This design comes from an exercise in tuning for small area, a short achievable clock period and few clock cycles per item on the open sky130 flow, not from production work.
Where RTL was checked, it was by simulation tests only, not by an equivalence proof against the original.
Power figures rest on the tool's default switching activity, not on a simulated workload.

==> flow/design.v <==
module mdu_ctrl #(
    parameter int MUL_LAT = 4
) (
    input  logic        clk,
    input  logic        rst,
    input  logic        start,
    input  logic [2:0]  op,
    input  logic [31:0] a,
    input  logic [31:0] b,
    output logic        busy,
    output logic        done,
    output logic [31:0] hi,
    output logic [31:0] lo,
    output logic        div0
);
    localparam int N = 35;
    logic        r_busy, r_done;
    logic        s_mul, s_fix, s_nlo, s_lead, s_step, s_nhi;
    logic [31:0] r_hi, r_lo;
    logic        r_hx;           
    logic [32:0] r_m;            
    logic [5:0]  r_k;            
    logic        r_uns, r_negq, r_negr;
    logic        r_skip;         
    logic        r_hz;           
    logic        c_aacc, c_b1, c_b2, c_blo, c_bhi, c_inv;
    logic        c_madd, c_mskip, c_hsum;
    assign busy = r_busy;
    assign done = r_done;
    assign hi   = r_hi;
    assign lo   = r_lo;
    assign div0 = 1'b0;
    logic [N-1:0] w_ma, w_mb, w_sum, w_m35, w_bx, w_g, w_p, w_gg, w_pp;
    assign w_m35 = {{2{r_m[32]}}, r_m};
    assign w_ma = ({N{c_aacc}} & {{2{r_hx}}, r_hx, r_hi})
                | ({N{s_lead}} & {3'd0, r_hi[23:0], r_lo[31:24]})
                | ({N{s_step}} & {r_hx, r_hx, r_hi, r_lo[31]});
    assign w_mb = ({N{c_b2}}  & {w_m35[N-2:0], 1'b0})
                | ({N{c_b1}}  & w_m35)
                | ({N{c_blo}} & {3'd0, r_lo})
                | ({N{c_bhi}} & {3'd0, r_hi});
    assign w_bx = w_mb ^ {N{c_inv}};
    assign w_g  = w_ma & w_bx;
    assign w_p  = w_ma ^ w_bx;
    always_comb begin
        w_gg = w_g;
        w_pp = w_p;
        w_gg[0] = w_g[0] | (w_p[0] & c_inv);
        for (int d = 1; d < 64; d = d * 2)
            for (int i = 2 * d - 1; i < N; i += 2 * d) begin
                w_gg[i] = w_gg[i] | (w_pp[i] & w_gg[i-d]);
                w_pp[i] = w_pp[i] & w_pp[i-d];
            end
        for (int d = 32; d >= 1; d = d / 2)
            for (int i = 3 * d - 1; i < N; i += 2 * d) begin
                w_gg[i] = w_gg[i] | (w_pp[i] & w_gg[i-d]);
                w_pp[i] = w_pp[i] & w_pp[i-d];
            end
    end
    assign w_sum = w_p ^ {w_gg[N-2:0], c_inv};
    logic       w_acc, w_dsign, w_dskip, w_last, w_rneg, w_dend;
    logic [5:0] w_k;
    logic [7:0] w_nlo, w_bw;
    logic       w_nbp, w_bp, w_nskip;
    logic       n_mul, n_fix, n_nlo, n_lead, n_step, n_nhi, n_done;
    logic       n_m32, n_hx;
    assign w_acc   = !r_busy && start;
    assign w_dsign = !op[0] && a[31];
    assign w_dskip = r_hz && w_sum[N-1];
    assign w_k     = r_k + ((s_lead || (s_mul && r_skip)) ? 6'd8 : s_mul ? 6'd2 : 6'd1);
    assign w_last  = w_k[5];
    assign w_rneg  = w_sum[32];            
    assign w_dend  = (s_lead && w_dskip && w_last) || (s_step && w_last);
    assign w_nlo   = r_skip ? r_lo[15:8] : r_lo[9:2];
    assign w_nbp   = r_skip ? r_lo[7] : r_lo[1];
    assign w_bw    = r_busy ? w_nlo : a[7:0];
    assign w_bp    = r_busy ? w_nbp : 1'b0;
    assign w_nskip = r_busy ? ((w_k <= 6'd24) && (w_nlo == {8{w_nbp}})) : (a[7:0] == 8'd0);
    always_comb begin
        n_mul  = r_busy ? (s_mul && !w_last) : (start && op[2:1] == 2'b00);
        n_fix  = (s_mul && w_last && r_uns && w_nbp) || (s_step && w_last && w_rneg);
        n_lead = (w_acc && op[2:1] == 2'b01 && !w_dsign) || (s_lead && w_dskip && !w_last)
              || (s_nlo && r_k == 6'd0);
        n_step = (s_lead && !w_dskip) || (s_step && !w_last);
        n_nlo  = (w_acc && op[2:1] == 2'b01 && w_dsign)
              || ((w_dend && !(s_step && w_rneg)) || (s_fix && !r_uns)) && r_negq && !s_lead;
        n_nhi  = ((w_dend && !(s_step && w_rneg)) || (s_fix && !r_uns)) && !(r_negq && !s_lead) && r_negr
              || (s_nlo && r_k != 6'd0 && r_negr);
        n_done = r_busy && !(n_mul || n_fix || n_lead || n_step || n_nlo || n_nhi);
        n_m32  = r_busy ? r_m[32] : (!op[0] && b[31]);
        n_hx   = s_step ? w_rneg : (s_mul && !r_skip) ? w_sum[N-1] : r_busy ? r_hx : 1'b0;
    end
    always_ff @(posedge clk) begin
        if (rst) begin
            r_busy <= 1'b0;
            r_done <= 1'b0;
            s_mul <= 1'b0; s_fix <= 1'b0; s_nlo <= 1'b0;
            s_lead <= 1'b0; s_step <= 1'b0; s_nhi <= 1'b0;
            c_aacc <= 1'b0; c_b1 <= 1'b0; c_b2 <= 1'b0; c_blo <= 1'b0; c_bhi <= 1'b0;
            c_madd <= 1'b0; c_mskip <= 1'b0; c_hsum <= 1'b0;
        end else begin
            r_busy  <= r_busy ? !n_done : (start && !op[2]);
            r_done  <= n_done;
            s_mul   <= n_mul;
            s_fix   <= n_fix;
            s_nlo   <= n_nlo;
            s_lead  <= n_lead;
            s_step  <= n_step;
            s_nhi   <= n_nhi;
            c_aacc  <= n_mul || n_fix;
            c_b2    <= n_mul && (w_bw[0] == w_bp) && (w_bw[1] != w_bw[0]);
            c_b1    <= (n_mul && (w_bw[0] ^ w_bp)) || n_fix || n_lead || n_step;
            c_blo   <= n_nlo;
            c_bhi   <= n_nhi;
            c_madd  <= n_mul && !w_nskip;
            c_mskip <= n_mul && w_nskip;
            c_hsum  <= n_fix || n_nhi || n_step;
        end
    end
    always_ff @(posedge clk) begin
        r_hx  <= n_hx;
        r_m   <= r_busy ? r_m : {!op[0] && b[31], b};
        c_inv <= (n_mul && w_bw[1] && !(w_bw[0] && w_bp)) || (n_fix && n_m32)
              || (n_lead && !n_m32) || (n_step && (n_hx == n_m32)) || n_nlo || n_nhi;
        r_skip <= w_nskip;
        if (!r_busy) begin
            r_k    <= 6'd0;
            r_uns  <= op[0];
            r_negq <= !op[0] && (a[31] ^ b[31]) && (b != 32'd0);
            r_negr <= w_dsign;
        end
        if (s_mul || (s_lead && w_dskip) || s_step) r_k <= w_k;
    end
    logic        w_lead, w_ldhi, w_ldlo, w_hold_hi, w_hold_lo;
    logic [31:0] w_hi, w_lo;
    assign w_lead    = s_lead && w_dskip;
    assign w_ldhi    = w_acc && (!op[2] || op[1:0] == 2'b00);
    assign w_ldlo    = w_acc && (!op[2] || op[1:0] == 2'b01);
    assign w_hold_hi = !(c_madd || c_mskip || c_hsum || w_lead || w_ldhi);
    assign w_hold_lo = !(c_madd || c_mskip || s_nlo || s_step || w_lead || w_ldlo);
    assign w_hi = ({32{c_madd}}    & w_sum[33:2])
                | ({32{c_mskip}}   & {{8{r_hx}}, r_hi[31:8]})
                | ({32{c_hsum}}    & w_sum[31:0])
                | ({32{w_lead}}    & {r_hi[23:0], r_lo[31:24]})
                | ({32{w_ldhi && op[2]}} & a)
                | ({32{w_hold_hi}} & r_hi);
    assign w_lo = ({32{c_madd}}    & {w_sum[1:0], r_lo[31:2]})
                | ({32{c_mskip}}   & {r_hi[7:0], r_lo[31:8]})
                | ({32{s_nlo}}     & w_sum[31:0])
                | ({32{s_step}}    & {r_lo[30:0], !w_rneg})
                | ({32{w_lead}}    & {r_lo[23:0], 8'd0})
                | ({32{w_ldlo}}    & a)
                | ({32{w_hold_lo}} & r_lo);
    always_ff @(posedge clk) begin
        if (rst) begin
            r_hi <= 32'd0;
            r_lo <= 32'd0;
        end else begin
            r_hi <= w_hi;
            r_lo <= w_lo;
        end
        r_hz <= rst || w_acc || (w_lead ? (r_hi[23:16] == 8'd0) : r_hz);
    end
endmodule
export LEC_CHECK = 0
export ABC_AREA = 1
export CAP_MARGIN = 20
export CORE_MARGIN = 2
export CORE_UTILIZATION = 40
export SLEW_MARGIN = 20
create_clock -name core_clock -period 10.0 [get_ports {clk}]
standard.sh (not shown) runs the stock make flow with config.mk's settings and CLKGATE_MAP_FILE= SYNTH_SCRIPT=/design/flow/synth_recipe.tcl, a recipe that flattens the netlist after the stock synthesis.
==> flow/flow/run.sh <==
#!/bin/bash
# Standard layout with two changes to how it is made: Yosys does not map adders to full-adder
# cells (ABC maps them as plain logic, which is faster here), and timing repair aims below the
# clock period.
set -euo pipefail
export ADDER_MAP_FILE=
export SETUP_SLACK_MARGIN=6.8
bash standard.sh > standard.log 2>&1
Testbench counts at the start, summed over its fixed seeds: cycles 75,612, ops 8,000.
Change:
--- a/flow/design.v
+++ b/flow/design.v
@@ -82,10 +82,10 @@
         n_lead = (w_acc && op[2:1] == 2'b01 && !w_dsign) || (s_lead && w_dskip && !w_last)
               || (s_nlo && r_k == 6'd0);
         n_step = (s_lead && !w_dskip) || (s_step && !w_last);
         n_nlo  = (w_acc && op[2:1] == 2'b01 && w_dsign)
-              || ((w_dend && !(s_step && w_rneg)) || (s_fix && !r_uns)) && r_negq && !s_lead;
-        n_nhi  = ((w_dend && !(s_step && w_rneg)) || (s_fix && !r_uns)) && !(r_negq && !s_lead) && r_negr
+              || ((w_dend && !(s_step && w_rneg)) || (s_fix && !r_uns)) && r_negq;
+        n_nhi  = ((w_dend && !(s_step && w_rneg)) || (s_fix && !r_uns)) && !r_negq && r_negr
               || (s_nlo && r_k != 6'd0 && r_negr);
         n_done = r_busy && !(n_mul || n_fix || n_lead || n_step || n_nlo || n_nhi);
         n_m32  = r_busy ? r_m[32] : (!op[0] && b[31]);
         n_hx   = s_step ? w_rneg : (s_mul && !r_skip) ? w_sum[N-1] : r_busy ? r_hx : 1'b0;
Outcome: The changed run finished with timing, DRC and antenna clean. Final area goes down by a few percent. Worst setup slack gets better by 92 ps. Worst hold slack improved by 11 ps. Clock skew came out lower by 5.0 ps. Sequential cell count stays the same. Via count went down slightly. Global-route usage decreases by 0.67 points. Sequential share of layout area is higher by 0.47 points. Sequential power went down slightly. Non-clock buffer count decreases by 12. Total power went down by roughly a tenth. First-iteration DRC count went down by a few percent. Maximum frequency grows by a few percent. Register-to-register slack improves by 90 ps.
Function not checked in the second run of this note: the RTL went through the layout flow alone.

==> re-timing with driven ports <==
The results above use ideal ports. As a check the final layouts listed here were re-extracted and re-timed, cells and wires unchanged.
Step 1, drivers: a clkbuf_16 drives clk and a buf_2 each remaining input, both assumed.
Step 2 moves the port delays by t, midway between the first and last clock arrival at a register: inputs arrive t later, outputs are due t later. That takes back most of the time a late clock gives input paths.
Slacks: ideal / step 1 / step 2; pairs: ideal / step 1.
run	t (ns)	setup slack, ns	cell pins on the clock port's net
the first run	0.496	6.708 / 6.708 / 6.334	1
the second run	0.478	6.801 / 6.754 / 6.343	1
After both steps setup and hold are still met in every run listed. The setup slack of the second run, which loses most, moves by -0.047 ns with the drivers and by -0.458 ns with both steps.
